From an optimization exercise on the open Yosys and OpenROAD flow, aimed at small area and a short achievable clock period; shortcuts taken in it are not production practice.
The RTL was checked by simulation tests, not by an equivalence proof against the original design.
The flow treats the clock pin as an ideal source, which a real chip does not have.
No activity file was given, so power comes from the tool's default toggle rates.

==> flow/design.v (excerpt) <==
module bin_mult #(
  parameter int WIDTH  = 32,
  parameter int STAGES = 4
) (
  input  logic               CLK,
  input  logic               rst_n,
  input  logic [WIDTH-1:0]   A,
  input  logic [WIDTH-1:0]   B,
  output logic [2*WIDTH-1:0] C
);
Settings: LEC_CHECK=0, CAP_MARGIN=20, CORE_MARGIN=2, CORE_UTILIZATION=60, PLACE_DENSITY=0.7, SLEW_MARGIN=20; clock period 9.0 ns.
standard.sh (not shown) runs the stock make flow with config.mk's settings and CLKGATE_MAP_FILE= SYNTH_SCRIPT=/design/flow/synth_recipe.tcl, a recipe that flattens the netlist after the stock synthesis.
==> flow/flow/run.sh <==
#!/bin/bash
# Own layout flow: the standard synthesis, then a polarity pass over the mapped
# netlist (flow/polarity.py: flips full adders and 2-input gates to remove
# inverters; same registers, same function), then the standard layout steps
# with the make settings listed one per line in flow/extra.txt.
set -uo pipefail
R=orfs/results/sky130hd/bin_mult/base
EXTRA=()
if [[ -f flow/extra.txt ]]; then readarray -t EXTRA < <(grep -v '^\s*$' flow/extra.txt); fi
bash standard.sh synth > log_synth.txt 2>&1 || { tail -20 log_synth.txt; exit 1; }
cp $R/1_2_yosys.v $R/1_2_yosys_standard.v
python3 flow/polarity.py $R/1_2_yosys_standard.v $R/1_2_yosys_polarity.v > log_polarity.txt 2>&1 || { cat log_polarity.txt; exit 1; }
cp $R/1_2_yosys_polarity.v $R/1_2_yosys.v
rm -f $R/1_synth.odb
bash standard.sh finish "${EXTRA[@]}" > log_layout.txt 2>&1 || { tail -20 log_layout.txt; exit 1; }
==> flow/flow/extra.txt <==
SETUP_SLACK_MARGIN=6.2
BUFFER_PORTS_ARGS=-buffer_cell sky130_fd_sc_hd__buf_1
Other scripts of this flow, unchanged in this note and not shown: flow/flow/polarity.py
==> next run, changes <==
==> flow/flow/run.sh (replaced) <==
#!/bin/bash
# Own layout flow: the standard synthesis, then a polarity pass over the mapped
# netlist (flow/polarity.py: flips full adders and 2-input gates to remove
# inverters, same registers and same function), then the standard layout steps.
set -uo pipefail
R=orfs/results/sky130hd/bin_mult/base
MARGIN=$(cat flow/margin.txt 2>/dev/null || echo 0)
bash standard.sh synth > log_synth.txt 2>&1 || { tail -20 log_synth.txt; exit 1; }
cp $R/1_2_yosys.v $R/1_2_yosys_standard.v
python3 flow/polarity.py $R/1_2_yosys_standard.v $R/1_2_yosys_polarity.v > log_polarity.txt 2>&1 || { cat log_polarity.txt; exit 1; }
cp $R/1_2_yosys_polarity.v $R/1_2_yosys.v
rm -f $R/1_synth.odb
bash standard.sh finish SETUP_SLACK_MARGIN=$MARGIN > log_layout.txt 2>&1 || { tail -20 log_layout.txt; exit 1; }
==> flow/flow/margin.txt (new file) <==
6.5
- CORE_UTILIZATION: 60 -> 40
- PLACE_DENSITY: 0.7 -> default
removed: flow/flow/extra.txt
What happened:
- The changed run completed with no timing, DRC or antenna violations
- die area climbs by 49%
- sequential share of layout area falls by 4.2 points
- cell area came out higher by 17%
==> next run, changes <==
==> flow/flow/run.sh (replaced) <==
#!/bin/bash
# Own layout flow: the standard synthesis, then a polarity pass over the mapped
# netlist (flow/polarity.py: flips full adders and 2-input gates to remove
# inverters; same registers, same function), then the standard layout steps
# with the make settings listed one per line in flow/extra.txt, and a hook
# after CTS (flow/post_cts.tcl) that lets the clock port drive the first level
# of the clock tree directly.
set -uo pipefail
R=orfs/results/sky130hd/bin_mult/base
EXTRA=()
if [[ -f flow/extra.txt ]]; then readarray -t EXTRA < <(grep -v '^\s*$' flow/extra.txt); fi
bash standard.sh synth > log_synth.txt 2>&1 || { tail -20 log_synth.txt; exit 1; }
cp $R/1_2_yosys.v $R/1_2_yosys_standard.v
python3 flow/polarity.py $R/1_2_yosys_standard.v $R/1_2_yosys_polarity.v > log_polarity.txt 2>&1 || { cat log_polarity.txt; exit 1; }
cp $R/1_2_yosys_polarity.v $R/1_2_yosys.v
rm -f $R/1_synth.odb
bash standard.sh finish "POST_CTS_TCL=$PWD/flow/post_cts.tcl" "${EXTRA[@]}" > log_layout.txt 2>&1 || { tail -20 log_layout.txt; exit 1; }
==> flow/flow/extra.txt (new file) <==
SETUP_SLACK_MARGIN=6.2
BUFFER_PORTS_ARGS=-buffer_cell sky130_fd_sc_hd__buf_1
==> flow/flow/post_cts.tcl (new file) <==
set block [ord::get_db_block]
set root [$block findInst clkbuf_0_CLK]
if {$root != "NULL"} {
  set clk_net [[$root findITerm A] getNet]
  set out_net [[$root findITerm X] getNet]
  set loads {}
  foreach it [$out_net getITerms] {
    if {[$it getInst] != $root} { lappend loads $it }
  }
  if {[llength $loads] <= 4 && [llength [$out_net getBTerms]] == 0} {
    foreach it $loads {
      $it disconnect
      $it connect $clk_net
    }
    odb::dbInst_destroy $root
    odb::dbNet_destroy $out_net
    puts "post_cts: removed root clock buffer, port drives [llength $loads] buffers"
    estimate_parasitics -placement
    repair_timing_helper
    detailed_placement
    check_placement -verbose
  } else {
    puts "post_cts: root buffer has [llength $loads] loads, kept"
  }
}
- CORE_UTILIZATION: 40 -> 60
- CTS_CLUSTER_DIAMETER: default -> 80
- CTS_CLUSTER_SIZE: default -> 24
- PLACE_DENSITY: default -> 0.7
removed: flow/flow/margin.txt
What happened: The new run finished with timing, DRC and antenna clean. Routed wire length is lower by 25%. Utilization rose by 13 points. Combinational power goes down by 18%. Clock-buffer cell count falls by 33. Via count went down by 8.9%. Non-clock buffer count drops by 227. Cell area decreases by 17%. Final cell count decreases by 15%. Die area came out lower by 33%. Setup slack gains 0.18 ns. Sequential power hardly moves.
==> next run, changes <==
==> flow/flow/extra.txt (replaced) <==
SETUP_SLACK_MARGIN=6.3
BUFFER_PORTS_ARGS=-buffer_cell sky130_fd_sc_hd__buf_1
- CORE_UTILIZATION: 60 -> 55
- PLACE_DENSITY: 0.7 -> 0.68
The changed run completed without violations.
Sequential power hardly moves.
Hold slack is worse by 0.010 ns.
First-iteration DRC count increases by 19%.
Sequential share of layout area decreases by 0.35 points.
==> next run, changes <==
==> flow/flow/run.sh (replaced) <==
#!/bin/bash
# Own layout flow: the standard synthesis, then a polarity pass over the mapped
# netlist (flow/polarity.py: flips full adders and 2-input gates to remove
# inverters, same registers and same function), then the standard layout steps.
set -uo pipefail
R=orfs/results/sky130hd/bin_mult/base
MARGIN=$(cat flow/margin.txt 2>/dev/null || echo 0)
bash standard.sh synth > log_synth.txt 2>&1 || { tail -20 log_synth.txt; exit 1; }
cp $R/1_2_yosys.v $R/1_2_yosys_standard.v
python3 flow/polarity.py $R/1_2_yosys_standard.v $R/1_2_yosys_polarity.v > log_polarity.txt 2>&1 || { cat log_polarity.txt; exit 1; }
cp $R/1_2_yosys_polarity.v $R/1_2_yosys.v
rm -f $R/1_synth.odb
bash standard.sh finish SETUP_SLACK_MARGIN=$MARGIN > log_layout.txt 2>&1 || { tail -20 log_layout.txt; exit 1; }
==> flow/flow/margin.txt (new file) <==
6
- CORE_UTILIZATION: 55 -> 40
- CTS_CLUSTER_DIAMETER: 80 -> default
- CTS_CLUSTER_SIZE: 24 -> default
- PLACE_DENSITY: 0.68 -> default
removed: flow/flow/extra.txt
removed: flow/flow/post_cts.tcl
What happened:
- power climbs by 6.2%
- via count shrinks by 0.97%
- maximum frequency shrinks by 6.4%
- non-clock buffer count decreases by 49
- first-iteration DRC count goes down by 29%
- routed wire length goes up by 3.4%
- sequential power barely changes
- synthesized area does not change
==> next run, changes <==
==> flow/flow/run.sh (replaced) <==
#!/bin/bash
# Own layout flow: the standard synthesis, then a polarity pass over the mapped
# netlist (flow/polarity.py: flips full adders and 2-input gates to remove
# inverters; same registers, same function), then the standard layout steps
# with the make settings listed one per line in flow/extra.txt.
set -uo pipefail
R=orfs/results/sky130hd/bin_mult/base
EXTRA=()
if [[ -f flow/extra.txt ]]; then readarray -t EXTRA < <(grep -v '^\s*$' flow/extra.txt); fi
bash standard.sh synth > log_synth.txt 2>&1 || { tail -20 log_synth.txt; exit 1; }
cp $R/1_2_yosys.v $R/1_2_yosys_standard.v
python3 flow/polarity.py $R/1_2_yosys_standard.v $R/1_2_yosys_polarity.v > log_polarity.txt 2>&1 || { cat log_polarity.txt; exit 1; }
cp $R/1_2_yosys_polarity.v $R/1_2_yosys.v
rm -f $R/1_synth.odb
bash standard.sh finish "${EXTRA[@]}" > log_layout.txt 2>&1 || { tail -20 log_layout.txt; exit 1; }
==> flow/flow/extra.txt (new file) <==
SETUP_SLACK_MARGIN=6.1
BUFFER_PORTS_ARGS=-buffer_cell sky130_fd_sc_hd__buf_1
- CTS_CLUSTER_DIAMETER: default -> 80
- CTS_CLUSTER_SIZE: default -> 24
removed: flow/flow/margin.txt
- design area falls by a few percent
- clock-buffer cell count fell by 32
- flip-flop and latch count stays the same
- hold slack is about the same
- clock power is lower by a quarter to a third
- power shrinks by a few percent
- via count decreases by a few percent

==> static timing again, ports no longer ideal <==
The results above use ideal ports. As a check the final layouts listed here were re-extracted and re-timed, cells and wires unchanged. Step 1: set_driving_cell puts a clkbuf_16 on CLK and a buf_2 on each other input, an assumption about the parent block. Step 2, shift: input delay + t, output delay - t, t = (earliest + latest rising clock arrival at the registers) / 2. This alone moves slack from input paths to output paths. Slacks: ideal / step 1 / step 2; pairs: ideal / step 1.
run	t (ns)	slack for setup (ns)	hold WS [ns]	worst register clock-pin slew, ns	worst slew at a driven data input, ns
the first run	0.690	6.066 / 6.004 / 6.151	0.315 / 0.315 / 0.315	0.07 / 0.07	0.14
the second run	0.702	6.011 / 5.946 / 6.022	0.318 / 0.318 / 0.318	0.07 / 0.07	0.06
the third run	0.512	6.189 / 6.165 / 6.190	0.326 / 0.326 / 0.326	0.09 / 0.09	0.15
the fourth run	0.506	6.221 / 6.098 / 6.221	0.316 / 0.316 / 0.316	0.10 / 0.10	0.11
the fifth run	0.667	6.032 / 5.968 / 5.958	0.320 / 0.320 / 0.320	0.07 / 0.07	0.05
the sixth run	0.642	6.053 / 5.994 / 6.156	0.319 / 0.319 / 0.319	0.10 / 0.10	0.05
After both steps setup and hold are still met in every run listed. The setup slack of the fifth run, which loses most, moves by -0.064 ns with the drivers and by -0.074 ns with both steps. The worst setup slack also covers recovery checks on asynchronous resets.
